From an optimization exercise on the open Yosys and OpenROAD flow, aimed at small area, a short achievable clock period and few clock cycles per item; shortcuts taken in it are not production practice.
Where RTL was checked, it was by simulation tests only, not by an equivalence proof against the original.
Power figures rest on the tool's default switching activity, not on a simulated workload.

## cache_mem_arbiter
module cache_mem_arbiter #(
  parameter int LINE_ADDR_LEN = cache_pkg::LINE_ADDR_LEN_DEF,
  parameter int ADDR_W        = 32
) (
  input  logic                           clk,
  input  logic                           rst_n,
  input  logic                           i_req,
  input  logic                           i_we,
  input  logic [ADDR_W-1:0]              i_addr,
  input  logic [32*(1<<LINE_ADDR_LEN)-1:0] i_wline,
  output logic [32*(1<<LINE_ADDR_LEN)-1:0] i_rline,
  output logic                           i_done,
  input  logic                           d_req,
  input  logic                           d_we,
  input  logic [ADDR_W-1:0]              d_addr,
  input  logic [32*(1<<LINE_ADDR_LEN)-1:0] d_wline,
  output logic [32*(1<<LINE_ADDR_LEN)-1:0] d_rline,
  output logic                           d_done,
  output logic                           mem_req,
  output logic                           mem_we,
  output logic [ADDR_W-1:0]              mem_addr,
  output logic [31:0]                    mem_wdata,
  input  logic [31:0]                    mem_rdata,
  input  logic                           mem_ready,
  output logic [31:0]                    i_served_cnt,
  output logic [31:0]                    d_served_cnt
);
  localparam int                       LINE_WORDS = 1 << LINE_ADDR_LEN;
  localparam int                       WORD_SH    = $clog2(cache_pkg::WORD_BYTES);
  localparam int                       OFF_BITS   = LINE_ADDR_LEN + WORD_SH;
  localparam logic [LINE_ADDR_LEN-1:0] LAST_BEAT  = {LINE_ADDR_LEN{1'b1}};
  logic                      r_act;           
  logic                      r_idle;          
  cache_pkg::req_id_t        r_owner;         
  logic                      r_we;            
  logic                      r_rd;            
  logic [LINE_ADDR_LEN-1:0]  r_beat;          
  logic [LINE_WORDS-1:0]     r_slot;          
  logic [ADDR_W-1:OFF_BITS]  r_line;          
  logic [31:0]               r_wdata;         
  logic [LINE_WORDS-1:0]     r_i_sel, r_d_sel;    
  logic                      r_nxt_valid;
  cache_pkg::req_id_t        r_nxt_id;
  logic                      r_i_busy, r_d_busy;    
  logic                      r_i_fin, r_d_fin;      
  logic                      r_i_keep, r_d_keep;    
  ...
Settings: LEC_CHECK=0, ABC_CLOCK_PERIOD_IN_PS=2500, CAP_MARGIN=20, CORE_AREA=5 5 295 295, CTS_BUF_LIST=sky130_fd_sc_hd__clkbuf_8 sky130_fd_sc_hd__clkbuf_16, CTS_CLUSTER_DIAMETER=80, CTS_CLUSTER_SIZE=24, DIE_AREA=0 0 300 300, SETUP_SLACK_MARGIN=5, SLEW_MARGIN=20, TNS_END_PERCENT=0; clock period 6.0 ns.
standard.sh (not shown) runs the stock make flow with config.mk's settings and CLKGATE_MAP_FILE= SYNTH_SCRIPT=/design/flow/synth_recipe.tcl, a recipe that flattens the netlist after the stock synthesis.
==> flow/flow/run.sh <==
#!/bin/bash
# The standard layout (standard.sh) with three changes to how the ports are
# laid out; nothing else in the flow changes:
#  - the port buffers that buffer_ports inserts are sky130_fd_sc_hd__buf_1 cells
#    (the resizer still sizes them afterwards) instead of the delay cell it picks;
#  - pins may sit on neighbouring routing tracks, so that they fit on a smaller die;
#  - the clock pin is placed at the middle of the left edge (flow/io_pre.tcl) and
#    the other pins keep clear of it.
# All tool output goes to standard_make.log and ORFS's own logs under orfs/logs.
set -euo pipefail
export BUFFER_PORTS_ARGS="-buffer_cell sky130_fd_sc_hd__buf_1"
export PRE_IO_PLACEMENT_TCL="$PWD/flow/io_pre.tcl"
# The clock pin sits at the middle of the left edge; keep other pins 6 um away.
half=$(awk '/^export DIE_AREA/ {print ($NF - $(NF-2)) / 2}' config.mk)
export PLACE_PINS_ARGS="-min_distance 1 -min_distance_in_tracks -exclude left:$(awk -v h="$half" 'BEGIN{print h-6 "-" h+6}')"
bash standard.sh finish > standard_make.log 2>&1
==> flow/flow/io_pre.tcl <==
# Runs before place_pins (ORFS PRE_IO_PLACEMENT hook). Puts the clock pin at the
# middle of the left die edge on met3, on a met3 track; run.sh keeps the other
# pins a few um away from it, since the clock net is routed with wider spacing.
set block [ord::get_db_block]
set dbu [$block getDbUnitsPerMicron]
set die [$block getDieArea]
set mid [expr {([$die yMin] + [$die yMax]) / 2.0 / $dbu}]
set y [expr {0.34 + 0.68 * round(($mid - 0.34) / 0.68)}]
place_pin -pin_name clk -layer met3 -location [list 0.4 $y] -pin_size {0.8 0.3}
The baseline finished clean.
Testbench counts at the start, summed over its fixed seeds: cycles 5,894, lines 640.
Rerun with:
- ABC_CLOCK_PERIOD_IN_PS: 2500 -> unset
- CORE_AREA: 5 5 295 295 -> 5 5 315 315
- CTS_BUF_LIST: sky130_fd_sc_hd__clkbuf_8 sky130_fd_sc_hd__clkbuf_16 -> unset
- DIE_AREA: 0 0 300 300 -> 0 0 320 320
After rerunning: Cell area is about the same. Critical path depth does not change. Clock skew goes up by 15 ps. Worst hold slack gets worse by 9.4 ps. Maximum frequency goes down by about 1%. Routed wire length goes down by 2.7%. Synthesized cell count does not change. Power hardly moves.
Rerun with:
- ABC_CLOCK_PERIOD_IN_PS: unset -> 2500
- CORE_AREA: 5 5 315 315 -> 5 5 295 295
- CTS_CLUSTER_DIAMETER: 80 -> 70
- CTS_CLUSTER_SIZE: 24 -> 30
- DIE_AREA: 0 0 320 320 -> 0 0 300 300
Result:
- power goes up by 1.5%
- final area is about the same
- combinational power goes up by 3.9%
Rerun with:
- CTS_CLUSTER_DIAMETER: 70 -> 80
- CTS_CLUSTER_SIZE: 30 -> 24
What happened: The new run ran to the end with no violations; cell count went up by 0.53%; routed wire length went up by 0.31%; cell area went up by about 0.33%; setup slack gains 78 ps.

---

Another version of the RTL of cache_mem_arbiter (not shown whole).
Size in the first run: about 1300 I/O pins, about 35000 um^2 of cells after synthesis.
clock: 6.0 ns
lec_check: 0
abc_clock_period_in_ps: 2500
cap_margin: 20
core_area: 5 5 295 295
cts_cluster_diameter: 80
cts_cluster_size: 24
die_area: 0 0 300 300
setup_slack_margin: 3.6
slew_margin: 20
==> flow/flow/run.sh <==
#!/bin/bash
# The standard layout (standard.sh), except that the port buffers that
# buffer_ports inserts are sky130_fd_sc_hd__buf_1 cells (the resizer still sizes
# them afterwards) instead of the delay cell it picks by default, and pins may
# sit on neighbouring routing tracks so that they fit on a smaller die.
set -euo pipefail
export BUFFER_PORTS_ARGS="-buffer_cell sky130_fd_sc_hd__buf_1"
export PLACE_PINS_ARGS="-min_distance 1 -min_distance_in_tracks"
bash standard.sh finish > standard_make.log 2>&1
Rerun with:
Settings changed: CTS_CLUSTER_DIAMETER 80 to not set, CTS_CLUSTER_SIZE 24 to not set.
Sequential cell count does not change.
Non-clock buffer count shrinks by 73.
Core utilization rose by 0.65 points.
Total power is higher by 9.0%.
Register-to-register slack is better by 0.04 ns.
Routed wire length barely changes.
Die area does not change.
Rerun with:
Settings changed: CTS_CLUSTER_DIAMETER set to 80, CTS_CLUSTER_SIZE set to 24, SETUP_SLACK_MARGIN 3.6 to 5, TNS_END_PERCENT set to 0.
Effect:
- total power decreases by 17%
- final cell count went down by 5.2%
- die area is unchanged
- worst hold slack is better by 0.0073 ns
- via count went down by 6.4%
- maximum frequency went down by 2.4%
- sequential power came out lower by about 1%
Rerun with:
Settings changed: SETUP_SLACK_MARGIN 5 to 3.6.
=>
- The changed run ran to the end with no violations
- wire length is higher by 0.35%
- area after synthesis is unchanged
- power goes up by 0.48%
- via count increases by 0.81%
- clock power rose by about 2%
- cell area barely changes
- final cell count does not change
- non-clock buffer count went up by 1
- clock-buffer cell count is higher by 4
- core utilization goes up by 0.10 points
- fmax went down by 3.9%
No run of this note included a check of the RTL's function; only the layout flow was run.

---

Setup of v4:
The RTL this note starts from:
==> flow/design.v <==
`default_nettype none
package cache_pkg;
  localparam int LINE_ADDR_LEN_DEF = 3;
  localparam int WORD_BYTES        = 4;
  typedef logic [1:0] state_t;
  localparam state_t IDLE  = 2'd0;
  localparam state_t BURST = 2'd1;
  localparam state_t DONE  = 2'd2;
  typedef logic [0:0] req_id_t;
  localparam req_id_t REQ_I = 1'b0;
  localparam req_id_t REQ_D = 1'b1;
endpackage
`default_nettype wire
`default_nettype none
module rr_arbiter2 (
  input  logic [1:0] req,
  input  cache_pkg::req_id_t last_grant,
  output logic       grant_valid,
  output cache_pkg::req_id_t grant_id
);
  always_comb begin
    grant_valid = |req;
    grant_id    = cache_pkg::REQ_I;
    if (req[cache_pkg::REQ_D] && req[cache_pkg::REQ_I]) begin
      grant_id = ~last_grant;
    end else if (req[cache_pkg::REQ_D]) begin
      grant_id = cache_pkg::REQ_D;
    end
  end
endmodule
`default_nettype wire
`default_nettype none
module cache_mem_arbiter #(
  parameter int LINE_ADDR_LEN = cache_pkg::LINE_ADDR_LEN_DEF,
  parameter int ADDR_W        = 32
) (
  input  logic                           clk,
  input  logic                           rst_n,
  input  logic                           i_req,
  input  logic                           i_we,
  input  logic [ADDR_W-1:0]              i_addr,
  input  logic [32*(1<<LINE_ADDR_LEN)-1:0] i_wline,
  output logic [32*(1<<LINE_ADDR_LEN)-1:0] i_rline,
  output logic                           i_done,
  input  logic                           d_req,
  input  logic                           d_we,
  input  logic [ADDR_W-1:0]              d_addr,
  input  logic [32*(1<<LINE_ADDR_LEN)-1:0] d_wline,
  output logic [32*(1<<LINE_ADDR_LEN)-1:0] d_rline,
  output logic                           d_done,
  output logic                           mem_req,
  output logic                           mem_we,
  output logic [ADDR_W-1:0]              mem_addr,
  output logic [31:0]                    mem_wdata,
  input  logic [31:0]                    mem_rdata,
  input  logic                           mem_ready,
  output logic [31:0]                    i_served_cnt,
  output logic [31:0]                    d_served_cnt
);
  localparam int                       LINE_WORDS = 1 << LINE_ADDR_LEN;
  localparam int                       WORD_SH    = $clog2(cache_pkg::WORD_BYTES);
  localparam int                       OFF_BITS   = LINE_ADDR_LEN + WORD_SH;
  localparam logic [LINE_ADDR_LEN-1:0] LAST_BEAT  = {LINE_ADDR_LEN{1'b1}};
  logic                      r_act;           
  logic                      r_idle;          
  cache_pkg::req_id_t        r_owner;         
  logic                      r_we;            
  logic                      r_rd;            
  logic [LINE_ADDR_LEN-1:0]  r_beat;          
  logic [LINE_WORDS-1:0]     r_slot;          
  logic [ADDR_W-1:OFF_BITS]  r_line;          
  logic [31:0]               r_wdata;         
  logic [LINE_WORDS-1:0]     r_i_sel, r_d_sel;    
  logic                      r_nxt_valid;
  cache_pkg::req_id_t        r_nxt_id;
  logic                      r_i_busy, r_d_busy;    
  logic                      r_i_fin, r_d_fin;      
  logic                      r_i_done, r_d_done;
  logic [32*LINE_WORDS-1:0]  r_i_rline, r_d_rline;
  logic [31:0]               r_i_served_cnt, r_d_served_cnt;
  logic [32*(LINE_WORDS-1)-1:0] r_buf;
  logic [31:0]               r_word;
  logic                      w_at_last, w_last, w_free, w_gnt;
  logic                      w_gnt_valid;
  cache_pkg::req_id_t        w_gnt_id, w_owner_n;
  logic                      w_i_pend, w_d_pend;
  logic [31:0]               w_word, w_next_word;
  logic [LINE_WORDS-1:0]     w_i_sel, w_d_sel, w_slot_n;
  logic                      w_idle_n;
  assign w_at_last = ~r_idle & r_slot[LINE_WORDS-1];
  assign w_last    = w_at_last & mem_ready;
  assign w_free    = r_idle | w_last;
  assign w_gnt     = w_free & r_nxt_valid;
  assign w_owner_n = w_gnt ? r_nxt_id : r_owner;
  assign w_i_pend = i_req & ~r_i_busy & ~(w_gnt & (r_nxt_id == cache_pkg::REQ_I));
  assign w_d_pend = d_req & ~r_d_busy & ~(w_gnt & (r_nxt_id == cache_pkg::REQ_D));
  rr_arbiter2 u_rr (
    .req         ({w_d_pend, w_i_pend}),
    .last_grant  (w_owner_n),
    .grant_valid (w_gnt_valid),
    .grant_id    (w_gnt_id)
  );
  assign w_word = r_rd ? mem_rdata : r_wdata;
  assign w_idle_n = ~w_gnt & (r_idle | w_last);
  assign w_slot_n = w_gnt ? {{(LINE_WORDS-1){1'b0}}, 1'b1} :
                    ((~r_idle & mem_ready) ? {r_slot[LINE_WORDS-2:0], r_slot[LINE_WORDS-1]} : r_slot);
  always_comb begin
    for (int w = 0; w < LINE_WORDS; w++) begin
      if (w == 0) begin
        w_i_sel[w] = (w_idle_n | w_slot_n[LINE_WORDS-1]) & (w_gnt_id == cache_pkg::REQ_I);
        w_d_sel[w] = (w_idle_n | w_slot_n[LINE_WORDS-1]) & (w_gnt_id == cache_pkg::REQ_D);
      end else begin
        w_i_sel[w] = ~w_idle_n & w_slot_n[w-1] & (w_owner_n == cache_pkg::REQ_I);
        w_d_sel[w] = ~w_idle_n & w_slot_n[w-1] & (w_owner_n == cache_pkg::REQ_D);
      end
    end
    w_next_word = '0;
    for (int w = 0; w < LINE_WORDS; w++)
      w_next_word = w_next_word | ({32{r_i_sel[w]}} & i_wline[32*w +: 32])
                                | ({32{r_d_sel[w]}} & d_wline[32*w +: 32]);
  end
  always_ff @(posedge clk or negedge rst_n) begin
    if (!rst_n) begin
      r_act          <= 1'b0;
      r_idle         <= 1'b1;
      r_owner        <= cache_pkg::REQ_I;
      r_beat         <= '0;
      r_slot         <= '0;
      r_i_sel        <= '0;
      r_d_sel        <= '0;
      r_wdata        <= '0;
      r_nxt_valid    <= 1'b0;
      r_nxt_id       <= cache_pkg::REQ_I;
      r_i_busy       <= 1'b0;
      r_d_busy       <= 1'b0;
      r_i_fin        <= 1'b0;
      r_d_fin        <= 1'b0;
      r_i_done       <= 1'b0;
      r_d_done       <= 1'b0;
      r_i_rline      <= '0;
      r_d_rline      <= '0;
      r_i_served_cnt <= '0;
      r_d_served_cnt <= '0;
    end else begin
      r_act       <= w_gnt | (~r_idle & ~w_last);
      r_idle      <= w_idle_n;
      r_owner     <= w_owner_n;
      r_slot      <= w_slot_n;
      r_i_sel     <= w_i_sel;
      r_d_sel     <= w_d_sel;
      if (w_gnt)                      r_beat <= '0;
      else if (~r_idle & mem_ready)   r_beat <= r_beat + 1'b1;
      if (r_idle | mem_ready)
        r_wdata <= w_next_word;
      r_nxt_valid <= w_gnt_valid;
      r_nxt_id    <= w_gnt_id;
      r_i_busy    <= (r_i_busy & ~r_i_done) | (w_gnt & (r_nxt_id == cache_pkg::REQ_I));
      r_d_busy    <= (r_d_busy & ~r_d_done) | (w_gnt & (r_nxt_id == cache_pkg::REQ_D));
      r_i_fin     <= w_last & (r_owner == cache_pkg::REQ_I);
      r_d_fin     <= w_last & (r_owner == cache_pkg::REQ_D);
      r_i_done    <= r_i_fin;
      r_d_done    <= r_d_fin;
      if (r_i_fin) r_i_rline <= {r_word, r_buf};
      if (r_d_fin) r_d_rline <= {r_word, r_buf};
      r_i_served_cnt <= r_i_served_cnt + {31'd0, r_i_done};
      r_d_served_cnt <= r_d_served_cnt + {31'd0, r_d_done};
    end
  end
  always_ff @(posedge clk) begin
    r_we   <= (w_owner_n == cache_pkg::REQ_D) ? d_we : i_we;
    r_rd   <= (w_owner_n == cache_pkg::REQ_D) ? ~d_we : ~i_we;
    r_line <= (w_owner_n == cache_pkg::REQ_D) ? d_addr[ADDR_W-1:OFF_BITS] : i_addr[ADDR_W-1:OFF_BITS];
    r_word <= w_word;
    for (int w = 0; w < LINE_WORDS - 1; w++)
      if (mem_ready && r_slot[w]) r_buf[32*w +: 32] <= w_word;
  end
  assign mem_req      = r_act;
  assign mem_we       = r_we;
  assign mem_addr     = {r_line, r_beat, {WORD_SH{1'b0}}};
  assign mem_wdata    = r_wdata;
  assign i_done       = r_i_done;
  assign d_done       = r_d_done;
  assign i_rline      = r_i_rline;
  assign d_rline      = r_d_rline;
  assign i_served_cnt = r_i_served_cnt;
  assign d_served_cnt = r_d_served_cnt;
endmodule
`default_nettype wire
clock: 6.0 ns
lec_check: 0
cap_margin: 20
core_area: 5 5 295 295
cts_cluster_diameter: 80
cts_cluster_size: 24
die_area: 0 0 300 300
setup_slack_margin: 5
slew_margin: 20
tns_end_percent: 0
==> flow/flow/run.sh <==
#!/bin/bash
# The standard layout (standard.sh) with three changes to how the ports are
# laid out; nothing else in the flow changes:
#  - the port buffers that buffer_ports inserts are sky130_fd_sc_hd__buf_1 cells
#    (the resizer still sizes them afterwards) instead of the delay cell it picks;
#  - pins may sit on neighbouring routing tracks, so that they fit on a smaller die;
#  - the clock pin is placed at the middle of the left edge (flow/io_pre.tcl) and
#    the other pins keep clear of it.
# All tool output goes to standard_make.log and ORFS's own logs under orfs/logs.
set -euo pipefail
export BUFFER_PORTS_ARGS="-buffer_cell sky130_fd_sc_hd__buf_1"
export PRE_IO_PLACEMENT_TCL="$PWD/flow/io_pre.tcl"
# The clock pin sits at the middle of the left edge; keep other pins 6 um away.
half=$(awk '/^export DIE_AREA/ {print ($NF - $(NF-2)) / 2}' config.mk)
export PLACE_PINS_ARGS="-min_distance 1 -min_distance_in_tracks -exclude left:$(awk -v h="$half" 'BEGIN{print h-6 "-" h+6}')"
bash standard.sh finish > standard_make.log 2>&1
Scripts as last shown in full above: flow/flow/io_pre.tcl
v4 | status: complete | timing, DRC, antenna: pass
Testbench counts of v4, summed over its fixed seeds: cycles 5,894, lines 640.
Here is what was changed in the inputs of v17 compared with v4.
Settings: setting ABC_CLOCK_PERIOD_IN_PS to 2500 for the first time; setting PLACE_DENSITY to 0.72 for the first time; changing DIE_AREA from 0 0 300 300 to 0 0 265 265; changing CORE_AREA from 5 5 295 295 to 5 5 260 260.
==> flow/flow/io_pre.tcl <==
# Runs before place_pins (ORFS PRE_IO_PLACEMENT hook). Puts the clock pin at the
# middle of the left die edge on met3, on a met3 track; run.sh keeps the other
# pins a few um away from it, since the clock net is routed with wider spacing.
set block [ord::get_db_block]
set dbu [$block getDbUnitsPerMicron]
set die [$block getDieArea]
set mid [expr {($die yMin + $die yMax) / 2.0 / $dbu}]
set y [expr {0.34 + 0.68 * round(($mid - 0.34) / 0.68)}]
place_pin -pin_name clk -layer met3 -location [list 0.4 $y] -pin_size {0.8 0.3}
Count of distinct cell types in the synthesized netlist: v4 vs v17 identical
v17 never completed; the flow aborted with a tool error in I/O pin placement.
From v4 to v17 the numbers moved as follows: number of synthesized flops with an enable pin roughly the same; mean area per synthesized cell roughly the same; simple-gate portion of the synthesized area roughly the same.
v4 -> v17: synthesized cell count delta 0, exact match
[compare] base=v4 new=v17: die height fell by 12%; initial cell density of the core now larger.
Relative to v4, the width of the die measured on v17 has decreased by more than 10%.
Reported for v4 and v17, area of the mapped netlist turned out identical to the last digit.
v17 vs v4 — count of standard-cell rows dropped 12%.
Changes in v53 relative to v17:
Settings: CTS_CLUSTER_SIZE: 24 -> 20; CORE_AREA: 5 5 260 260 -> 5 5 295 295; PLACE_DENSITY: 0.72 -> unset; CTS_CLUSTER_DIAMETER: 80 -> 60; DIE_AREA: 0 0 265 265 -> 0 0 300 300.
==> flow/flow/io_pre.tcl <==
# Runs before place_pins (ORFS PRE_IO_PLACEMENT hook). Puts the clock pin at the
# middle of the left die edge on met3, on a met3 track; run.sh keeps the other
# pins a few um away from it, since the clock net is routed with wider spacing.
set block [ord::get_db_block]
set dbu [$block getDbUnitsPerMicron]
set die [$block getDieArea]
set mid [expr {([$die yMin] + [$die yMax]) / 2.0 / $dbu}]
set y [expr {0.34 + 0.68 * round(($mid - 0.34) / 0.68)}]
place_pin -pin_name clk -layer met3 -location [list 0.4 $y] -pin_size {0.8 0.3}
--- outcome ---
v17: it failed with a tool error in I/O pin placement, so there are no final results.
v53 finished end to end and its layout was clean on timing, DRC and antenna.
Going from v17 to v53, die span in y grows by 13%.
Comparing v53 against v17, there is no change at all in compound-cell area share of the yosys netlist.
Synthesized area: v53 vs v17 identical
Diff v17 -> v53: initial core utilization fell 13 points, x dimension of the die rose 13%.
Total number of placement rows went up by more than 10% going from v17 to v53.
From v53 to v17, unique cell type count in the Yosys netlist did not move at all.
Re share of synthesized cell area in full adder, half adder and majority cells: no difference whatsoever between v17 and v53.
The synthesized netlist cell count of v17 and that of v53 are within noise of each other.
Input-level comparison between v25 and v53:
Settings: CTS_CLUSTER_DIAMETER changed from 60 to 80; ABC_CLOCK_PERIOD_IN_PS removed (was 2500); CTS_CLUSTER_SIZE changed from 20 to 24; PLACE_DENSITY newly set to 0.7.
[summary]
v25: combinational power share higher than v53
Min met3 layer usage reported by global route across v25 and v53: v53
v25 ends up with higher share of the final layout cell area in sequential cells than v53 does.
Diff v53 -> v25 | design internal power | down by more than 10%
Higher total inserted antenna cells among v25 and v53: v53
v25 — post-CTS repair timing setup buffer count 2 higher, v53 as reference
Row post-route core utilization: v25 lower / v53 higher
From v53 to v25 the numbers moved as follows: number of buffers created by CTS went down 25, power now sits lower, post-place instance area essentially unchanged.

static timing again, ports no longer ideal:
No port has a modelled driver above. Below, the same layouts with a new extraction and two added sets of constraints.
Step 1: set_driving_cell puts a clkbuf_16 on clk and a buf_2 on each other input, an assumption about the parent block.
Step 2 times the ports against the registers' clock, not the clock port: input delays grow and output delays shrink by t, the midpoint of the rising clock arrivals with the driver on.
a / b / c = ideal / step 1 / step 2; a / b = the first two.
run	shift t [ns]	setup slack, ns	worst register clock-pin slew, ns	worst slew at a driven data input, ns
the first run of note 1	0.663	3.510 / 3.461 / 2.933	0.10 / 0.10	0.35
the second run of note 1	0.684	3.486 / 3.433 / 3.036	0.10 / 0.10	0.23
the third run of note 1	0.677	3.443 / 3.411 / 2.982	0.11 / 0.11	0.30
the fourth run of note 1	0.663	3.522 / 3.473 / 2.965	0.10 / 0.10	0.34
the first run of note 2	0.684	3.490 / 3.423 / 2.945	0.10 / 0.10	0.25
the second run of note 2	0.704	3.465 / 3.396 / 2.940	0.07 / 0.07	0.23
the third run of note 2	0.682	3.404 / 3.335 / 2.746	0.10 / 0.10	0.26
the fourth run of note 2	0.682	3.299 / 3.315 / 2.633	0.11 / 0.11	0.26
v4	0.666	3.458 / 3.408 / 2.813	0.10 / 0.10	0.30
v53	0.688	3.455 / 3.406 / 2.834	0.09 / 0.09	0.22
v25	0.663	3.396 / 3.396 / 2.934	0.10 / 0.10	0.29
After both steps setup and hold are still met in every run listed. The setup slack of the fourth run of note 2, which loses most, moves by +0.016 ns with the drivers and by -0.666 ns with both steps.
